This design comes from an exercise in tuning for small area, a short achievable clock period and few clock cycles per item on the open sky130 flow, not from production work.
Function was checked by simulation only, so behaviour that the tests miss may differ from the original.

===== design.v =====
`default_nettype none
package gnhc_pkg;
    localparam int NUM_STATES_DEF = 6;
    localparam int CFG_W     = 16;
    localparam int CFG_IDX_W = 2;
    localparam int SCORE_W   = 32;
    localparam logic [CFG_IDX_W-1:0] CFG_SWITCH_PENALTY = 2'd0;
    localparam logic [CFG_IDX_W-1:0] CFG_EMISSION_SCALE = 2'd1;
    localparam logic [CFG_W-1:0] SWITCH_PENALTY_RST = 16'd16384;
    localparam logic [CFG_W-1:0] EMISSION_SCALE_RST = 16'd16384;
    localparam logic signed [SCORE_W-1:0] INIT_OTHER = -32'sd8192;
    typedef struct packed {
        logic [15:0] gc_fraction;
        logic [23:0] read_depth;
        logic        first_bin;
    } t_in_word;
    typedef struct packed {
        logic signed [16:0] log2_ratio;
        logic [2:0]         copy_state;
    } t_out_word;
    typedef struct packed {
        logic signed [16:0] obs;
        logic               first_bin;
    } t_obs_word;
    typedef struct packed {
        logic [CFG_W-1:0] switch_penalty;
        logic [CFG_W-1:0] emission_scale;
    } t_cfg;
    typedef enum logic [2:0] {
        F_IDLE,
        F_DIV,
        F_NORM,
        F_LOG,
        F_PUSH
    } t_front_state;
    typedef enum logic [2:0] {
        B_IDLE,
        B_EMIT,
        B_ACS,
        B_BEST,
        B_DONE
    } t_back_state;
    function automatic logic signed [16:0] mu_q11(input logic [2:0] k);
        logic signed [16:0] m;
        unique case (k)
            3'd0: m = -17'sd29261;
            3'd1: m = -17'sd2048;
            3'd2: m = 17'sd0;
            3'd3: m = 17'sd1198;
            3'd4: m = 17'sd2048;
            3'd5: m = 17'sd2707;
            3'd6: m = 17'sd3246;
            3'd7: m = 17'sd3701;
        endcase
        mu_q11 = m;
    endfunction
endpackage
`default_nettype wire
`default_nettype none
module gnhc_fifo (
    input  wire logic                i_clk,
    input  wire logic                i_rst_n,
    input  wire logic                i_push,
    input  wire gnhc_pkg::t_obs_word i_word,
    output logic                     o_full,
    input  wire logic                i_pop,
    output logic                     o_empty,
    output gnhc_pkg::t_obs_word      o_word
);
    logic [17:0] r_mem [0:1];
    logic      r_wr;
    logic      r_rd;
    logic [1:0] r_count;
    assign o_full  = (r_count == 2'd2);
    assign o_empty = (r_count == 2'd0);
    assign o_word  = r_mem[r_rd];
    always_ff @(posedge i_clk) begin
        if (i_push) begin
            r_mem[r_wr] <= i_word;
        end
    end
    always_ff @(posedge i_clk) begin
        if (!i_rst_n) begin
            r_wr    <= 1'b0;
            r_rd    <= 1'b0;
            r_count <= 2'd0;
        end else begin
            if (i_push) r_wr <= ~r_wr;
            if (i_pop)  r_rd <= ~r_rd;
            r_count <= r_count + 2'(i_push) - 2'(i_pop);
        end
    end
endmodule
`default_nettype wire
`default_nettype none
module gnhc_front (
    input  wire logic               i_clk,
    input  wire logic               i_rst_n,
    input  wire logic               i_valid,
    output logic                    o_ready,
    input  wire gnhc_pkg::t_in_word i_data,
    output logic                    o_push,
    input  wire logic               i_full,
    output gnhc_pkg::t_obs_word     o_word
);
    gnhc_pkg::t_front_state r_state, n_state;
    logic [21:0] r_e;
    logic [21:0] r_rem;
    logic [41:0] r_q;
    logic [5:0]  r_cnt;
    logic        r_first;
    logic [42:0] r_w;
    logic [5:0]  r_p;
    logic [30:0] r_m;
    logic [19:0] r_f;
    logic [31:0] gsq;
    logic [22:0] e_sum;
    logic [21:0] e_cl;
    logic [38:0] dn;
    logic [22:0] trial;
    logic        ge;
    logic [41:0] q_next;
    logic [61:0] sq;
    logic [31:0] msq;
    logic signed [8:0]  pd;
    logic signed [28:0] v;
    logic signed [28:0] vr;
    logic signed [19:0] r_raw;
    logic signed [16:0] r_sat;
    always_comb begin
        gsq   = 32'(i_data.gc_fraction) * 32'(i_data.gc_fraction);
        e_sum = 23'd3276800 + 23'(i_data.gc_fraction) - 23'(gsq[31:17]);
        e_cl  = (e_sum < 23'd65536) ? 22'd65536 : e_sum[21:0];
        dn    = 39'(i_data.read_depth) * 39'd25600;
        trial = {r_rem, r_q[41]};
        ge    = trial >= {1'b0, r_e};
        q_next = {r_q[40:0], ge};
        sq    = 62'(r_m) * 62'(r_m);
        msq   = sq[61:30];
        pd    = $signed({3'b000, r_p}) - 9'sd24;
        v     = $signed({pd, 20'd0}) + $signed({9'd0, r_f}) - 29'sd6966590;
        vr    = v + 29'sd256;
        r_raw = 20'(vr >>> 9);
        if (r_raw < -20'sd65536) begin
            r_sat = -17'sd65536;
        end else if (r_raw > 20'sd65535) begin
            r_sat = 17'sd65535;
        end else begin
            r_sat = r_raw[16:0];
        end
    end
    always_comb begin
        n_state = r_state;
        unique case (r_state)
            gnhc_pkg::F_IDLE: if (i_valid) n_state = gnhc_pkg::F_DIV;
            gnhc_pkg::F_DIV:  if (r_cnt == 6'd41) n_state = gnhc_pkg::F_NORM;
            gnhc_pkg::F_NORM: if (r_w[42]) n_state = gnhc_pkg::F_LOG;
            gnhc_pkg::F_LOG:  if (r_cnt == 6'd19) n_state = gnhc_pkg::F_PUSH;
            gnhc_pkg::F_PUSH: if (!i_full) n_state = gnhc_pkg::F_IDLE;
            default: n_state = gnhc_pkg::F_IDLE;
        endcase
    end
    always_comb begin
        o_ready          = (r_state == gnhc_pkg::F_IDLE);
        o_push           = (r_state == gnhc_pkg::F_PUSH) && !i_full;
        o_word.obs       = r_sat;
        o_word.first_bin = r_first;
    end
    always_ff @(posedge i_clk) begin
        if (!i_rst_n) begin
            r_state <= gnhc_pkg::F_IDLE;
        end else begin
            r_state <= n_state;
        end
    end
    always_ff @(posedge i_clk) begin
        unique case (r_state)
            gnhc_pkg::F_IDLE: begin
                r_e     <= e_cl;
                r_rem   <= 22'(dn[38:18]);
                r_q     <= {dn[17:0], 24'd0};
                r_cnt   <= '0;
                r_first <= i_data.first_bin;
            end
            gnhc_pkg::F_DIV: begin
                r_rem <= ge ? 22'(trial - {1'b0, r_e}) : trial[21:0];
                r_q   <= q_next;
                r_cnt <= r_cnt + 6'd1;
                r_w   <= 43'(q_next) + 43'd1678;
                r_p   <= 6'd42;
            end
            gnhc_pkg::F_NORM: begin
                if (r_w[42]) begin
                    r_m   <= r_w[42:12];
                    r_f   <= '0;
                    r_cnt <= '0;
                end else begin
                    r_w <= {r_w[41:0], 1'b0};
                    r_p <= r_p - 6'd1;
                end
            end
            gnhc_pkg::F_LOG: begin
                r_cnt <= r_cnt + 6'd1;
                r_f   <= {r_f[18:0], msq[31]};
                r_m   <= msq[31] ? msq[31:1] : msq[30:0];
            end
            gnhc_pkg::F_PUSH: begin
                r_cnt <= r_cnt;
            end
            default: begin
                r_cnt <= r_cnt;
            end
        endcase
    end
endmodule
`default_nettype wire
`default_nettype none
module gnhc_back #(
    parameter int NUM_STATES = gnhc_pkg::NUM_STATES_DEF
) (
    input  wire logic                i_clk,
    input  wire logic                i_rst_n,
    input  wire gnhc_pkg::t_cfg      i_cfg,
    input  wire logic                i_empty,
    input  wire gnhc_pkg::t_obs_word i_word,
    output logic                     o_pop,
    output logic                     o_valid,
    input  wire logic                i_ready,
    output gnhc_pkg::t_out_word      o_data
);
    localparam int SW   = (NUM_STATES > 1) ? $clog2(NUM_STATES) : 1;
    localparam int KW   = $clog2(NUM_STATES + 1);
    localparam int PREF = (NUM_STATES > 2) ? 2 : NUM_STATES - 1;
    gnhc_pkg::t_back_state r_state, n_state;
    logic signed [gnhc_pkg::SCORE_W-1:0] r_path [0:NUM_STATES-1];
    logic [27:0]               r_emiss [0:NUM_STATES-1];
    logic signed [33:0]        r_cur [0:NUM_STATES-1];
    logic signed [16:0]        r_obs;
    logic [KW-1:0]             r_k;
    logic [33:0]               r_sq;
    logic [SW-1:0]             r_sqi;
    logic signed [33:0]        r_best_val;
    logic [SW-1:0]             r_best_idx;
    logic                      r_out_valid;
    gnhc_pkg::t_out_word                 r_out;
    logic signed [17:0] diff;
    logic [16:0]        ad;
    logic [49:0]        prod;
    logic [49:0]        prod_r;
    logic signed [33:0] neg_sp;
    logic signed [33:0] acs [0:NUM_STATES-1];
    logic signed [33:0] bv;
    logic [SW-1:0]      bi;
    logic               load_out;
    always_comb begin
        diff   = 18'(r_obs) - 18'(gnhc_pkg::mu_q11(3'(r_k)));
        ad     = diff[17] ? 17'(-diff) : diff[16:0];
        prod   = 50'(r_sq) * 50'(i_cfg.emission_scale);
        prod_r = prod + 50'd2097152;
        neg_sp = -$signed({18'd0, i_cfg.switch_penalty});
        for (int k = 0; k < NUM_STATES; k++) begin
            acs[k] = ((34'(r_path[k]) > neg_sp) ? 34'(r_path[k]) : neg_sp)
                     - $signed({6'd0, r_emiss[k]});
        end
        bv = r_cur[PREF];
        bi = SW'(PREF);
        for (int k = 0; k < NUM_STATES; k++) begin
            if (r_cur[k] > bv) begin
                bv = r_cur[k];
                bi = SW'(k);
            end
        end
    end
    always_comb begin
        n_state = r_state;
        unique case (r_state)
            gnhc_pkg::B_IDLE: if (!i_empty) n_state = gnhc_pkg::B_EMIT;
            gnhc_pkg::B_EMIT: if (r_k == KW'(NUM_STATES)) n_state = gnhc_pkg::B_ACS;
            gnhc_pkg::B_ACS:  n_state = gnhc_pkg::B_BEST;
            gnhc_pkg::B_BEST: n_state = gnhc_pkg::B_DONE;
            gnhc_pkg::B_DONE: if (!r_out_valid || i_ready) n_state = gnhc_pkg::B_IDLE;
            default: n_state = gnhc_pkg::B_IDLE;
        endcase
    end
    always_comb begin
        o_pop    = (r_state == gnhc_pkg::B_IDLE) && !i_empty;
        load_out = (r_state == gnhc_pkg::B_DONE) && (!r_out_valid || i_ready);
        o_valid  = r_out_valid;
        o_data   = r_out;
    end
    always_ff @(posedge i_clk) begin
        if (!i_rst_n) begin
            r_state     <= gnhc_pkg::B_IDLE;
            r_out_valid <= 1'b0;
            for (int k = 0; k < NUM_STATES; k++) begin
                r_path[k] <= (k == PREF) ? '0 : gnhc_pkg::INIT_OTHER;
            end
        end else begin
            r_state <= n_state;
            if (load_out) begin
                r_out_valid <= 1'b1;
            end else if (i_ready) begin
                r_out_valid <= 1'b0;
            end
            if (o_pop && i_word.first_bin) begin
                for (int k = 0; k < NUM_STATES; k++) begin
                    r_path[k] <= (k == PREF) ? '0 : gnhc_pkg::INIT_OTHER;
                end
            end else if (load_out) begin
                for (int k = 0; k < NUM_STATES; k++) begin
                    if (35'(r_cur[k]) - 35'(r_best_val) < -35'sd2147483648) begin
                        r_path[k] <= 32'sh80000000;
                    end else begin
                        r_path[k] <= 32'(r_cur[k] - r_best_val);
                    end
                end
            end
        end
    end
    always_ff @(posedge i_clk) begin
        if (o_pop) begin
            r_obs <= i_word.obs;
            r_k   <= '0;
        end
        if (r_state == gnhc_pkg::B_EMIT) begin
            r_k <= r_k + KW'(1);
            if (r_k < KW'(NUM_STATES)) begin
                r_sq  <= 34'(ad) * 34'(ad);
                r_sqi <= SW'(r_k);
            end
            if (r_k != '0) begin
                r_emiss[r_sqi] <= prod_r[49:22];
            end
        end
        if (r_state == gnhc_pkg::B_ACS) begin
            for (int k = 0; k < NUM_STATES; k++) begin
                r_cur[k] <= acs[k];
            end
        end
        if (r_state == gnhc_pkg::B_BEST) begin
            r_best_val <= bv;
            r_best_idx <= bi;
        end
        if (load_out) begin
            r_out.log2_ratio <= r_obs;
            r_out.copy_state <= 3'(r_best_idx);
        end
    end
endmodule
`default_nettype wire
`default_nettype none
module gc_normalize_hmm_copy_state_core #(
    parameter int NUM_STATES = gnhc_pkg::NUM_STATES_DEF
) (
    input  wire logic                                i_clk,
    input  wire logic                                i_rst_n,
    input  wire logic                                i_in_valid,
    output logic                                     o_in_ready,
    input  wire gnhc_pkg::t_in_word                  i_in_data,
    output logic                                     o_out_valid,
    input  wire logic                                i_out_ready,
    output gnhc_pkg::t_out_word                      o_out_data,
    input  wire logic                                i_cfg_wr_en,
    input  wire logic [gnhc_pkg::CFG_IDX_W-1:0]      i_cfg_index,
    input  wire logic [gnhc_pkg::CFG_W-1:0]          i_cfg_data
);
    gnhc_pkg::t_cfg      r_cfg;
    logic      push;
    logic      full;
    logic      pop;
    logic      empty;
    gnhc_pkg::t_obs_word front_word;
    gnhc_pkg::t_obs_word queue_word;
    always_ff @(posedge i_clk) begin
        if (!i_rst_n) begin
            r_cfg.switch_penalty <= gnhc_pkg::SWITCH_PENALTY_RST;
            r_cfg.emission_scale <= gnhc_pkg::EMISSION_SCALE_RST;
        end else if (i_cfg_wr_en) begin
            if (i_cfg_index == gnhc_pkg::CFG_SWITCH_PENALTY) r_cfg.switch_penalty <= i_cfg_data;
            if (i_cfg_index == gnhc_pkg::CFG_EMISSION_SCALE) r_cfg.emission_scale <= i_cfg_data;
        end
    end
    gnhc_front u_front (
        .i_clk   (i_clk),
        .i_rst_n (i_rst_n),
        .i_valid (i_in_valid),
        .o_ready (o_in_ready),
        .i_data  (i_in_data),
        .o_push  (push),
        .i_full  (full),
        .o_word  (front_word)
    );
    gnhc_fifo u_fifo (
        .i_clk   (i_clk),
        .i_rst_n (i_rst_n),
        .i_push  (push),
        .i_word  (front_word),
        .o_full  (full),
        .i_pop   (pop),
        .o_empty (empty),
        .o_word  (queue_word)
    );
    gnhc_back #(
        .NUM_STATES (NUM_STATES)
    ) u_back (
        .i_clk   (i_clk),
        .i_rst_n (i_rst_n),
        .i_cfg   (r_cfg),
        .i_empty (empty),
        .i_word  (queue_word),
        .o_pop   (pop),
        .o_valid (o_out_valid),
        .i_ready (i_out_ready),
        .o_data  (o_out_data)
    );
endmodule
`default_nettype wire
`default_nettype none
module gnhc_top (
    input  wire logic        i_clk,
    input  wire logic        i_rst_n,
    input  wire logic        i_in_valid,
    output logic             o_in_ready,
    input  wire logic [15:0] i_gc_fraction,
    input  wire logic [23:0] i_read_depth,
    input  wire logic        i_first_bin,
    output logic             o_out_valid,
    input  wire logic        i_out_ready,
    output logic [16:0]      o_log2_ratio,
    output logic [2:0]       o_copy_state,
    input  wire logic        i_cfg_wr_en,
    input  wire logic [1:0]  i_cfg_index,
    input  wire logic [15:0] i_cfg_data
);
    gnhc_pkg::t_in_word  in_word;
    gnhc_pkg::t_out_word out_word;
    assign in_word.gc_fraction = i_gc_fraction;
    assign in_word.read_depth  = i_read_depth;
    assign in_word.first_bin   = i_first_bin;
    assign o_log2_ratio = out_word.log2_ratio;
    assign o_copy_state = out_word.copy_state;
    gc_normalize_hmm_copy_state_core #(
        .NUM_STATES (6)
    ) u_core (
        .i_clk       (i_clk),
        .i_rst_n     (i_rst_n),
        .i_in_valid  (i_in_valid),
        .o_in_ready  (o_in_ready),
        .i_in_data   (in_word),
        .o_out_valid (o_out_valid),
        .i_out_ready (i_out_ready),
        .o_out_data  (out_word),
        .i_cfg_wr_en (i_cfg_wr_en),
        .i_cfg_index (i_cfg_index),
        .i_cfg_data  (i_cfg_data)
    );
endmodule
`default_nettype wire

===== run.sh =====
#!/bin/bash
# synth_recipe.tcl (not shown) runs the flow's synth.tcl, then flattens the netlist and writes it again
# the make line also repeats each setting of config.mk as NAME=value (left out here)
make -C /OpenROAD-flow-scripts/flow DESIGN_CONFIG=/design/flow/config.mk WORK_HOME=/design/flow/orfs CLKGATE_MAP_FILE= SYNTH_SCRIPT=/design/flow/synth_recipe.tcl finish

===== config.mk =====
export PLATFORM = sky130hd
export DESIGN_NAME = gnhc_top
export DESIGN_NICKNAME = gnhc_top
export VERILOG_FILES = /design/flow/design.v
export SDC_FILE = /design/flow/constraint.sdc
export NUM_CORES = 4
export LEC_CHECK = 0
export CAP_MARGIN = 20
export CORE_MARGIN = 2
export CORE_UTILIZATION = 40
export SLEW_MARGIN = 20

===== constraint.sdc =====
create_clock -name core_clock -period 20.0 [get_ports {i_clk}]
set_input_delay 4.0000 -clock core_clock [delete_from_list [all_inputs] [get_ports {i_clk}]]
set_output_delay 4.0000 -clock core_clock [all_outputs]
set_load 0.01 [all_outputs]

==> results.cfg <==
[global_route]
grt_first_pass_wirelength_um = 566000
antenna_found_initial = 26
grt_max_degree = 74
grt_pass1_vias = 93700
track_usage_pct = 23.4
grt-ovfl-total = 0

[timing]
setup_tns_ns = 0
rsz0062_at_grt = false
setup_viol = 0
drv_slew = 0
worst_pin_slew_ns = 1.23
max_freq_mhz = 54.2
worst_slack_ns = 1.54
whs_ns = 0.474
fin_crit_sh_pct = 92.3
finalHoldViolCount = 0
fin_crit_ns = 18.46
skew_ns = 0.143
slew_headroom_pct = 17.7

[die]
fp.dieH_um = 560
rows = 204
core-area_mm2 = 0.308
die_width_um = 560
initial_core_util_pct = 40.1
io_pins = 86
die_area_mm2 = 0.314

[synthesis]
synth_top_area_share_pct = 25.4
syn_inst = 13400
synth-seq-cells = 957
yosys.area.top_type = fa_1
netlist_area_mm2 = 0.124
async_flop_share_pct = 0
seq_area_frac_synth_pct = 21.2
ys.flop_type = edfxtp_1
syn_avg_cell_area_um2 = 9.27
synthTopCellsByArea = fa_1, edfxtp_1, ha_1, inv_1, dfxtp_1
synth-edff-count = 710
yosys_warnings = 7
syn-num-nets = 16500
synth_cell_types = 97

[run_status]
status = finished clean

[setup_path]
crit_arrival_ns = 19.06
crit_top_cell = o21ai_0
cp-start-kind = register
path_max_fanout = 30
worstPathRequired_ns = 20.60
crit_family = compound AO/OA/AOI/OAI gates
cpPeakStageDelay_ns = 0.53
r2r-start = u_core.u_back.r_cur[2][33]
cp_num_buf_inv = 12
slowest_stage = a2111oi_0
end_kind = register
worst-setup-path-type = register to register
crit_path_start = u_core.u_back.r_cur[2][33]

[drt]
drtIter0Drc = 7020
viasPerCell = 5.24
routed_wl_um = 366000
via_count = 92200
drc_errors = 0
dr.pass1.iters = 6
drtAntennaViolNets = 0
wl_per_cell_um = 20.8

[clock_network]
htreeDepth = 3
numCtsBuffers = 120
cts_buffer_depth = 4
clock_latency_ns = 0.93
cts_tree = built
cts.clk_slew.worst_paths_ns = 0.06
hold_buffers = 0
cts_sinks = 957
root_buffer = clkbuf_16

[hold_path]
worstHoldPathType = register to register
hold_start = u_core.u_back.r_path[3][0]

[place]
place.gp.congestion = 0.965
io_buffers = 85
post-place-ws_ns = 0.644
placed_cell_area_mm2 = 0.130
dp_hpwl_um = 285000

[job]
drv_cap = 0

[final_layout]
drive_gt1_share_pct = 4.30
final_area_mm2 = 0.134
final_cell_mix = inv_1, fa_1, ha_1
final_common_cell = inv_1
utilization_pct = 43.5
area_growth_pct = 8.34
nets = 16500
-- metal layers --
layer | part of all wire, % | global-route usage (%)
met5 | 0.036 | 0
met4 | 3.8 | 7.66
met3 | 7.3 | 3.95
met2 | 44 | 36.8
met1 | 45 | 32.6
-- Yosys cell counts, types with 23 or more instances --
library cell,count
dfxtp_1,247
o211ai_1,52
clkbuf_1,375
inv_1,2777
and2_1,428
nand2b_1,95
nor2b_1,119
nand3_1,181
xor2_1,165
a21boi_0,102
o21bai_1,54
or2_2,44
ha_1,1525
a211oi_1,39
o21a_1,101
nand2_1,1231
or3_1,40
mux2i_1,117
and3_1,100
a21o_1,209
xnor2_1,331
mux2_2,77
o31ai_1,77
nor2_1,751
edfxtp_1,710
a22o_1,43
nor3_1,136
o41ai_1,34
a21oi_1,628
nand4_1,90
o21ai_0,575
fa_1,1568
a31oi_1,23
-- final timing paths --
| kind | to | slack [ns] | cells after the start |
|---|---|---|---|
| worst min-delay path | u_core.u_back.r_path[3][0] | 0.47 | 2 |
| worst max register to register | u_core.u_back.r_best_idx[2] | 1.54 | 87 |
| worst max-delay path | u_core.u_back.r_best_idx[2] | 1.54 | 87 |
| worst min register to register | u_core.u_back.r_path[3][0] | 0.47 | 2 |
-- logic make-up (layout without fill, tap and decap cells) --
group	Yosys count	after routing	synth area share, %
compound gates	2102	2102	10.6
xor+xnor	496	496	3.51
fa+ha+maj	3096	3096	40.8
buf+inv	3195	3300	9.72
flops	957	957	21.2
mux	195	195	1.66
other cells	0	7	0
simple gates	3309	3309	12.5
-- worst register-to-register path, delay by kind of cell (launching register included) --
kind                     cells  cell delay, ns
AO/OA/AOI/OAI               34            7.58
XOR/XNOR                     2            0.32
adder cells (fa/ha/maj)      6            1.87
buffers and inverters       12            2.17
flip-flops                   1            0.42
multiplexers                 3            0.95
AND/OR/NAND/NOR             30            4.86
-- layout make-up --
class	instances	area (um^2)
timing repair buffer	284	2390
fill	30200	174000
sequential	957	26300
clock inverter	51	489
inverter	2797	10500
clock buffer	168	3440
antenna	7	17.5
multi-input combinational	9198	85800
tap	4120	5150
-- registers in the layout (all words and copies together), names as in the netlist, 22 cells and up, named ones only --
| register | count |
|---|---|
| u_core.u_fifo.r_mem | 36 |
| u_core.u_front.r_rem | 22 |
| u_core.u_front.r_q | 42 |
| u_core.u_front.r_w | 43 |
| u_core.u_back.r_emiss | 168 |
| u_core.r_cfg | 32 |
| u_core.u_back.r_cur | 204 |
| u_core.u_back.r_best_val | 34 |
| u_core.u_front.r_m | 31 |
| u_core.u_back.r_sq | 33 |
| u_core.u_back.r_path | 192 |
-- what timing repair did --
action / in CTS / in global routing
endpoints found under the setup margin: 0 / 37
resized for setup: 0 / 3
setup buffers: 0 / 7
-- metrics by stage --
stage / instances
2_1_floorplan: 13400
5_1_grt: 17600
6_report: 17600
4_1_cts: 17600
3_3_place_gp: 17300
3_5_place_dp: 17300
Testbench counts, summed over its fixed seeds: cycles 369,533, items 4,800.

==> port drivers added, routing unchanged <==
In the flow no input, the clock included, has a driving cell. The finished layout below was timed again as built, in two steps. Step 1 sets driving cells, clkbuf_16 on the clock port and buf_2 on the other inputs (assumed; they add their load-dependent delay and slew). Step 2 times the ports against the registers' clock, not the clock port: input delays grow and output delays shrink by t, the midpoint of the rising clock arrivals with the driver on. Three values: ideal ports, drivers, drivers and shift; two values: the first two.
t, ns: 0.953
setup WS [ns]: 1.542 / 1.542 / 1.542
cell pins on the clock port's net: 1
After both steps setup and hold are still met in this run. For this run, drivers alone change the setup slack by 0.000 ns; drivers and shift together by 0.000 ns.
